What follows belongs to an exercise in optimizing a design on an open flow for small area, a short achievable clock period and few clock cycles; a production flow would make more cautious choices.
In this exercise RTL edits were held to simulation tests only and were not proved equivalent to the original.
Power is estimated from default activity; no workload was simulated.

==> flow/design.v <==
module nrle_kpal (
  input  logic [3:0]  code,
  input  logic [1:0]  ch,
  output logic [12:0] k,
  output logic [14:0] k3
);
  logic [27:0] kk;
  always_comb begin
    case ({code, ch})
      {4'd1, 2'd1}: kk = {15'd12300, 13'd4100};   
      {4'd2, 2'd0}: kk = {15'd1236, 13'd412};   
      {4'd2, 2'd1}: kk = {15'd11064, 13'd3688};   
      {4'd3, 2'd0}: kk = {15'd3696, 13'd1232};   
      {4'd3, 2'd1}: kk = {15'd8604, 13'd2868};   
      {4'd4, 2'd0}: kk = {15'd3084, 13'd1028};   
      {4'd4, 2'd1}: kk = {15'd7989, 13'd2663};   
      {4'd4, 2'd2}: kk = {15'd1236, 13'd412};   
      {4'd5, 2'd0}: kk = {15'd4059, 13'd1353};   
      {4'd5, 2'd1}: kk = {15'd4059, 13'd1353};   
      {4'd5, 2'd2}: kk = {15'd4059, 13'd1353};   
      {4'd6, 2'd0}: kk = {15'd12300, 13'd4100};   
      {4'd7, 2'd0}: kk = {15'd9840, 13'd3280};   
      {4'd7, 2'd1}: kk = {15'd1845, 13'd615};   
      {4'd7, 2'd2}: kk = {15'd1845, 13'd615};   
      {4'd8, 2'd0}: kk = {15'd5778, 13'd1926};   
      {4'd8, 2'd1}: kk = {15'd987, 13'd329};   
      {4'd8, 2'd2}: kk = {15'd5409, 13'd1803};   
      {4'd9, 2'd0}: kk = {15'd987, 13'd329};   
      {4'd9, 2'd1}: kk = {15'd861, 13'd287};   
      {4'd9, 2'd2}: kk = {15'd10449, 13'd3483};   
      {4'd10, 2'd2}: kk = {15'd12300, 13'd4100};   
      {4'd11, 2'd1}: kk = {15'd6156, 13'd2052};   
      {4'd11, 2'd2}: kk = {15'd6156, 13'd2052};   
      {4'd12, 2'd1}: kk = {15'd10449, 13'd3483};   
      {4'd12, 2'd2}: kk = {15'd1845, 13'd615};   
      default:       kk = {15'd12, 13'd4};   
    endcase
  end
  assign k  = kk[12:0];
  assign k3 = kk[27:13];
endmodule
module nrle_bdig (
  input  logic [6:0]       bright,
  output logic [2:0][4:0]  sel
);
  logic [9:0] bx;
  assign bx = {2'b00, bright, 1'b0};
  always_comb begin
    for (int i = 0; i < 3; i++) begin
      logic [3:0] d;
      d = bx[3*i +: 4];
      sel[i][4] = d[3] && !(d[2] && d[1] && d[0]);
      sel[i][0] = (d == 4'd1) || (d == 4'd2) || (d == 4'd13) || (d == 4'd14);
      sel[i][1] = (d == 4'd3) || (d == 4'd4) || (d == 4'd11) || (d == 4'd12);
      sel[i][2] = (d == 4'd5) || (d == 4'd6) || (d == 4'd9)  || (d == 4'd10);
      sel[i][3] = (d == 4'd7) || (d == 4'd8);
    end
  end
endmodule
module nrle_lane (
  input  logic [12:0]      k,
  input  logic [14:0]      k3,
  input  logic [2:0][4:0]  sel,
  output logic [6:0]       level
);
  localparam logic [20:0] KEEP = ~21'd31;
  logic [20:0] q;
  always_comb begin
    q = '0;
    for (int i = 0; i < 3; i++) begin
      logic [15:0] m;
      logic        neg;
      logic [20:0] r;
      neg = sel[i][4];
      m   = ({16{sel[i][0]}} & {3'b000, k})       | ({16{sel[i][1]}} & {2'b00, k, 1'b0}) |
            ({16{sel[i][2]}} & {1'b0, k3})        | ({16{sel[i][3]}} & {1'b0, k, 2'b00});
      r   = {{5{neg}}, m ^ {16{neg}}};
      q   = q + ((r << (3*i)) & KEEP) + ((21'(neg) << (3*i)) & KEEP);
    end
  end
  assign level = q[18:12];
endmodule
module nrle_merge (
  input  logic [15:0] codes,    
  output logic [15:0] slots,
  output logic [1:0]  nm1
);
  logic [3:0] a;
  logic [3:0] c [4];
  logic       none01, one01, two01;         
  logic       none012, one012, two012, three012;
  always_comb begin
    for (int i = 0; i < 4; i++) begin
      c[i] = codes[4*i +: 4];
      a[i] = (c[i] != 4'd0) && (c[i] <= 4'd12);
    end
    none01   = !a[0] && !a[1];
    one01    = a[0] ^ a[1];
    two01    = a[0] && a[1];
    none012  = none01 && !a[2];
    one012   = (one01 && !a[2]) || (none01 && a[2]);
    two012   = (two01 && !a[2]) || (one01 && a[2]);
    three012 = two01 && a[2];
    slots[3:0]   = ({4{a[0]}} & c[0]) |
                   ({4{a[1] && !a[0]}} & c[1]) |
                   ({4{a[2] && none01}} & c[2]) |
                   ({4{a[3] && none012}} & c[3]);
    slots[7:4]   = ({4{a[1] && a[0]}} & c[1]) |
                   ({4{a[2] && one01}} & c[2]) |
                   ({4{a[3] && one012}} & c[3]);
    slots[11:8]  = ({4{a[2] && two01}} & c[2]) |
                   ({4{a[3] && two012}} & c[3]);
    slots[15:12] = ({4{a[3] && three012}} & c[3]);
    case (a)
      4'b0000, 4'b0001, 4'b0010, 4'b0100, 4'b1000: nm1 = 2'd0;
      4'b1111:                                     nm1 = 2'd3;
      4'b0111, 4'b1011, 4'b1101, 4'b1110:          nm1 = 2'd2;
      default:                                     nm1 = 2'd1;
    endcase
  end
endmodule
module nrle_emit (
  input  logic        clk,
  input  logic        rst_n,
  output logic        ready,      
  input  logic        load,       
  input  logic [15:0] slots_in,
  input  logic [1:0]  nm1_in,
  input  logic [6:0]  bright_in,
  input  logic        res_ready,
  output logic        res_valid,
  output logic [3:0]  res_led_index,
  output logic [1:0]  res_color_channel,
  output logic [6:0]  res_level,
  output logic        res_last
);
  logic        fresh_r;
  logic [15:0] q_r;
  logic [1:0]  qp_r;
  logic [1:0]  nm1q_r;
  logic [6:0]  brq_r;
  logic        busy_r;
  logic        take_r;     
  logic [12:0] k_r;
  logic [14:0] k3_r;
  logic [2:0][4:0] sel_r;
  logic [3:0]  code_r;
  logic [1:0]  nm1_r;
  logic [3:0]  led_r;
  logic [1:0]  ch_r;
  logic        vld_r;
  logic [3:0]  ri_r;
  logic [1:0]  rc_r;
  logic [6:0]  rl_r;
  logic        adv, w_last, w_lastseg, seg_end, start, take;
  logic [3:0]  w_led;
  logic [1:0]  w_ch, ch_nxt;
  logic [3:0]  code_nxt;
  logic [12:0] k_nxt;
  logic [14:0] k3_nxt;
  logic [2:0][4:0] sel_nxt;
  logic [6:0]  level;
  assign w_led = led_r;
  assign w_ch  = ch_r;
  assign w_last = (w_led == 4'd11) && (w_ch == 2'd2);
  always_comb begin
    case (nm1_r)
      2'd0: begin
        seg_end   = 1'b0;
        w_lastseg = 1'b1;
      end
      2'd1: begin
        seg_end   = (w_led == 4'd5);
        w_lastseg = (w_led >= 4'd6);
      end
      2'd2: begin
        seg_end   = (w_led == 4'd3) || (w_led == 4'd7);
        w_lastseg = (w_led >= 4'd8);
      end
      default: begin
        seg_end   = (w_led == 4'd2) || (w_led == 4'd5) || (w_led == 4'd8);
        w_lastseg = (w_led >= 4'd9);
      end
    endcase
  end
  assign ready = !fresh_r && (!busy_r || w_lastseg);
  assign start    = fresh_r && (!busy_r || w_last);
  assign take     = take_r;
  assign ch_nxt   = (w_ch == 2'd2) ? 2'd0 : w_ch + 2'd1;
  assign code_nxt = take ? q_r[4*qp_r +: 4] : code_r;
  nrle_kpal u_kpal (
    .code (code_nxt),
    .ch   (ch_nxt),
    .k    (k_nxt),
    .k3   (k3_nxt)
  );
  nrle_bdig u_bdig (
    .bright (brq_r),
    .sel    (sel_nxt)
  );
  nrle_lane u_lane (
    .k     (k_r),
    .k3    (k3_r),
    .sel   (sel_r),
    .level (level)
  );
  assign adv = !vld_r || res_ready;
  always_ff @(posedge clk) begin
    if (!rst_n) begin
      fresh_r <= 1'b0;
      busy_r  <= 1'b0;
      vld_r   <= 1'b0;
      ch_r    <= 2'd2;
      take_r  <= 1'b1;
    end else begin
      if (load) begin
        fresh_r <= 1'b1;
      end else if (adv && start) begin
        fresh_r <= 1'b0;
      end
      if (adv) begin
        busy_r <= (busy_r && !w_last) || fresh_r;
        vld_r  <= busy_r;
      end
      if (adv && (start || (busy_r && !w_last))) begin
        ch_r <= ch_nxt;
      end
      if (adv) begin
        take_r <= !((busy_r && !w_last) || fresh_r) ||
                  ((w_ch == 2'd1) && (seg_end || w_led == 4'd11));
      end
    end
  end
  always_ff @(posedge clk) begin
    if (load) begin
      q_r    <= slots_in;
      qp_r   <= 2'd0;
      nm1q_r <= nm1_in;
      brq_r  <= bright_in;
    end else if (adv && take && (start || (busy_r && !w_last))) begin
      qp_r <= qp_r + 2'd1;
    end
    if (adv && start) begin
      led_r <= 4'd0;
    end else if (adv && busy_r && !w_last && w_ch == 2'd2) begin
      led_r <= led_r + 4'd1;
    end
    if (adv && (start || (busy_r && !w_last))) begin
      k_r    <= k_nxt;
      k3_r   <= k3_nxt;
      code_r <= code_nxt;
    end
    if (adv && start) begin
      sel_r <= sel_nxt;
      nm1_r <= nm1q_r;
    end
    if (adv && busy_r) begin
      ri_r <= w_led;
      rc_r <= w_ch;
      rl_r <= level;
    end
  end
  assign res_valid         = vld_r;
  assign res_led_index     = ri_r;
  assign res_color_channel = rc_r;
  assign res_level         = rl_r;
  assign res_last          = (ri_r == 4'd11) && (rc_r == 2'd2);
endmodule
module note_ring_led_pulse_encoder (
  input  logic        clk,
  input  logic        rst_n,
  input  logic        in_valid,
  output logic        in_ready,
  input  logic [3:0]  note_first,
  input  logic [3:0]  note_second,
  input  logic [3:0]  note_third,
  input  logic [3:0]  note_fourth,
  output logic        out_valid,
  input  logic        out_ready,
  output logic [3:0]  out_led_index,
  output logic [1:0]  out_color_channel,
  output logic [6:0]  out_level,
  output logic [31:0] out_pulse_pattern,
  output logic        out_last,
  input  logic        cfg_we,
  input  logic [6:0]  cfg_wdata
);
  localparam logic [6:0] BRIGHT_MAX   = 7'd100;
  localparam logic [6:0] BRIGHT_RESET = 7'd10;
  logic [6:0]  bright_r;
  logic [15:0] slots;
  logic [1:0]  nm1;
  logic        load;
  always_ff @(posedge clk) begin
    if (!rst_n) begin
      bright_r <= BRIGHT_RESET;
    end else if (cfg_we) begin
      bright_r <= (cfg_wdata > BRIGHT_MAX) ? BRIGHT_MAX : cfg_wdata;
    end
  end
  assign load = rst_n && in_valid && in_ready;
  nrle_merge u_merge (
    .codes ({note_fourth, note_third, note_second, note_first}),
    .slots (slots),
    .nm1   (nm1)
  );
  nrle_emit u_emit (
    .clk               (clk),
    .rst_n             (rst_n),
    .ready             (in_ready),
    .load              (load),
    .slots_in          (slots),
    .nm1_in            (nm1),
    .bright_in         (bright_r),
    .res_ready         (out_ready),
    .res_valid         (out_valid),
    .res_led_index     (out_led_index),
    .res_color_channel (out_color_channel),
    .res_level         (out_level),
    .res_last          (out_last)
  );
  for (genvar k = 0; k < 8; k++) begin : g_pulse
    assign out_pulse_pattern[4*k +: 4] = {1'b1, (k < 7) ? out_level[k] : 1'b0, 2'b00};
  end
endmodule
export LEC_CHECK = 0
export ABC_AREA = 1
export CAP_MARGIN = 20
export CORE_MARGIN = 2
export CORE_UTILIZATION = 40
export CTS_BUF_LIST = sky130_fd_sc_hd__clkbuf_8
export SETUP_SLACK_MARGIN = 4.0
export SLEW_MARGIN = 20
create_clock -name core_clock -period 7.5 [get_ports {clk}]
standard.sh (not shown) runs the stock make flow with config.mk's settings and CLKGATE_MAP_FILE= SYNTH_SCRIPT=/design/flow/synth_recipe.tcl, a recipe that flattens the netlist after the stock synthesis.
==> flow/flow/run.sh <==
#!/bin/bash
# The standard layout, with plain buf_1 cells as the port buffers (ORFS's
# buffer_ports otherwise picks clkdlybuf4s50_1 delay cells).
set -e
export BUFFER_PORTS_ARGS="-buffer_cell sky130_fd_sc_hd__buf_1"
bash standard.sh > standard.log 2>&1
Testbench counts at the start, summed over its fixed seeds: cycles 13,848.
Edit:
--- a/flow/design.v
+++ b/flow/design.v
@@ -6,33 +6,33 @@
 );
   logic [27:0] kk;
   always_comb begin
     case ({code, ch})
       {4'd1, 2'd1}: kk = {15'd12300, 13'd4100};   
-      {4'd2, 2'd0}: kk = {15'd1236, 13'd412};   
+      {4'd2, 2'd0}: kk = {15'd1239, 13'd413};   
       {4'd2, 2'd1}: kk = {15'd11064, 13'd3688};   
       {4'd3, 2'd0}: kk = {15'd3696, 13'd1232};   
       {4'd3, 2'd1}: kk = {15'd8604, 13'd2868};   
       {4'd4, 2'd0}: kk = {15'd3084, 13'd1028};   
       {4'd4, 2'd1}: kk = {15'd7989, 13'd2663};   
-      {4'd4, 2'd2}: kk = {15'd1236, 13'd412};   
-      {4'd5, 2'd0}: kk = {15'd4059, 13'd1353};   
-      {4'd5, 2'd1}: kk = {15'd4059, 13'd1353};   
-      {4'd5, 2'd2}: kk = {15'd4059, 13'd1353};   
+      {4'd4, 2'd2}: kk = {15'd1239, 13'd413};   
+      {4'd5, 2'd0}: kk = {15'd4071, 13'd1357};   
+      {4'd5, 2'd1}: kk = {15'd4071, 13'd1357};   
+      {4'd5, 2'd2}: kk = {15'd4071, 13'd1357};   
       {4'd6, 2'd0}: kk = {15'd12300, 13'd4100};   
-      {4'd7, 2'd0}: kk = {15'd9840, 13'd3280};   
+      {4'd7, 2'd0}: kk = {15'd9852, 13'd3284};   
       {4'd7, 2'd1}: kk = {15'd1845, 13'd615};   
       {4'd7, 2'd2}: kk = {15'd1845, 13'd615};   
       {4'd8, 2'd0}: kk = {15'd5778, 13'd1926};   
       {4'd8, 2'd1}: kk = {15'd987, 13'd329};   
       {4'd8, 2'd2}: kk = {15'd5409, 13'd1803};   
       {4'd9, 2'd0}: kk = {15'd987, 13'd329};   
       {4'd9, 2'd1}: kk = {15'd861, 13'd287};   
       {4'd9, 2'd2}: kk = {15'd10449, 13'd3483};   
       {4'd10, 2'd2}: kk = {15'd12300, 13'd4100};   
-      {4'd11, 2'd1}: kk = {15'd6156, 13'd2052};   
-      {4'd11, 2'd2}: kk = {15'd6156, 13'd2052};   
+      {4'd11, 2'd1}: kk = {15'd6189, 13'd2063};   
+      {4'd11, 2'd2}: kk = {15'd6189, 13'd2063};   
       {4'd12, 2'd1}: kk = {15'd10449, 13'd3483};   
       {4'd12, 2'd2}: kk = {15'd1845, 13'd615};   
       default:       kk = {15'd12, 13'd4};   
     endcase
   end
Effect: Power goes down by a few percent; hold slack is about the same; clock power goes down by a little under a tenth; synthesized area goes up slightly; clock skew goes down by 0.0031 ns; register-to-register slack loses 0.02 ns; via count goes down slightly; non-clock buffer count goes down by 7; worst setup slack gains 0.056 ns; combinational power goes down by a few percent; first-iteration DRC count goes down by about a fifth; cell area hardly moves; critical path depth goes up by 6.
Testbench counts after the change, summed over its fixed seeds: cycles 13,848.

[re-timing with driven ports]
In the flow no input, the clock included, has a driving cell. The finished layouts below were timed again as built, in two steps.
Step 1 assumes that a clkbuf_16 drives the clock port and a buf_2 every other input.
Step 2, shift: input delay + t, output delay - t, t = (earliest + latest rising clock arrival at the registers) / 2. This alone moves slack from input paths to output paths.
Slacks: ideal / step 1 / step 2; pairs: ideal / step 1.
run	t, ns	setup WS [ns]	worst hold slack (ns)	worst slew at a driven data input, ns
the first run	0.403	4.152 / 4.116 / 4.090	0.437 / 0.437 / 0.437	0.06
the second run	0.404	4.208 / 4.192 / 4.069	0.438 / 0.438 / 0.438	0.05
After both steps every run listed still meets setup and hold. For the second run, which loses most, drivers alone change the setup slack by -0.016 ns; drivers and shift together by -0.139 ns.
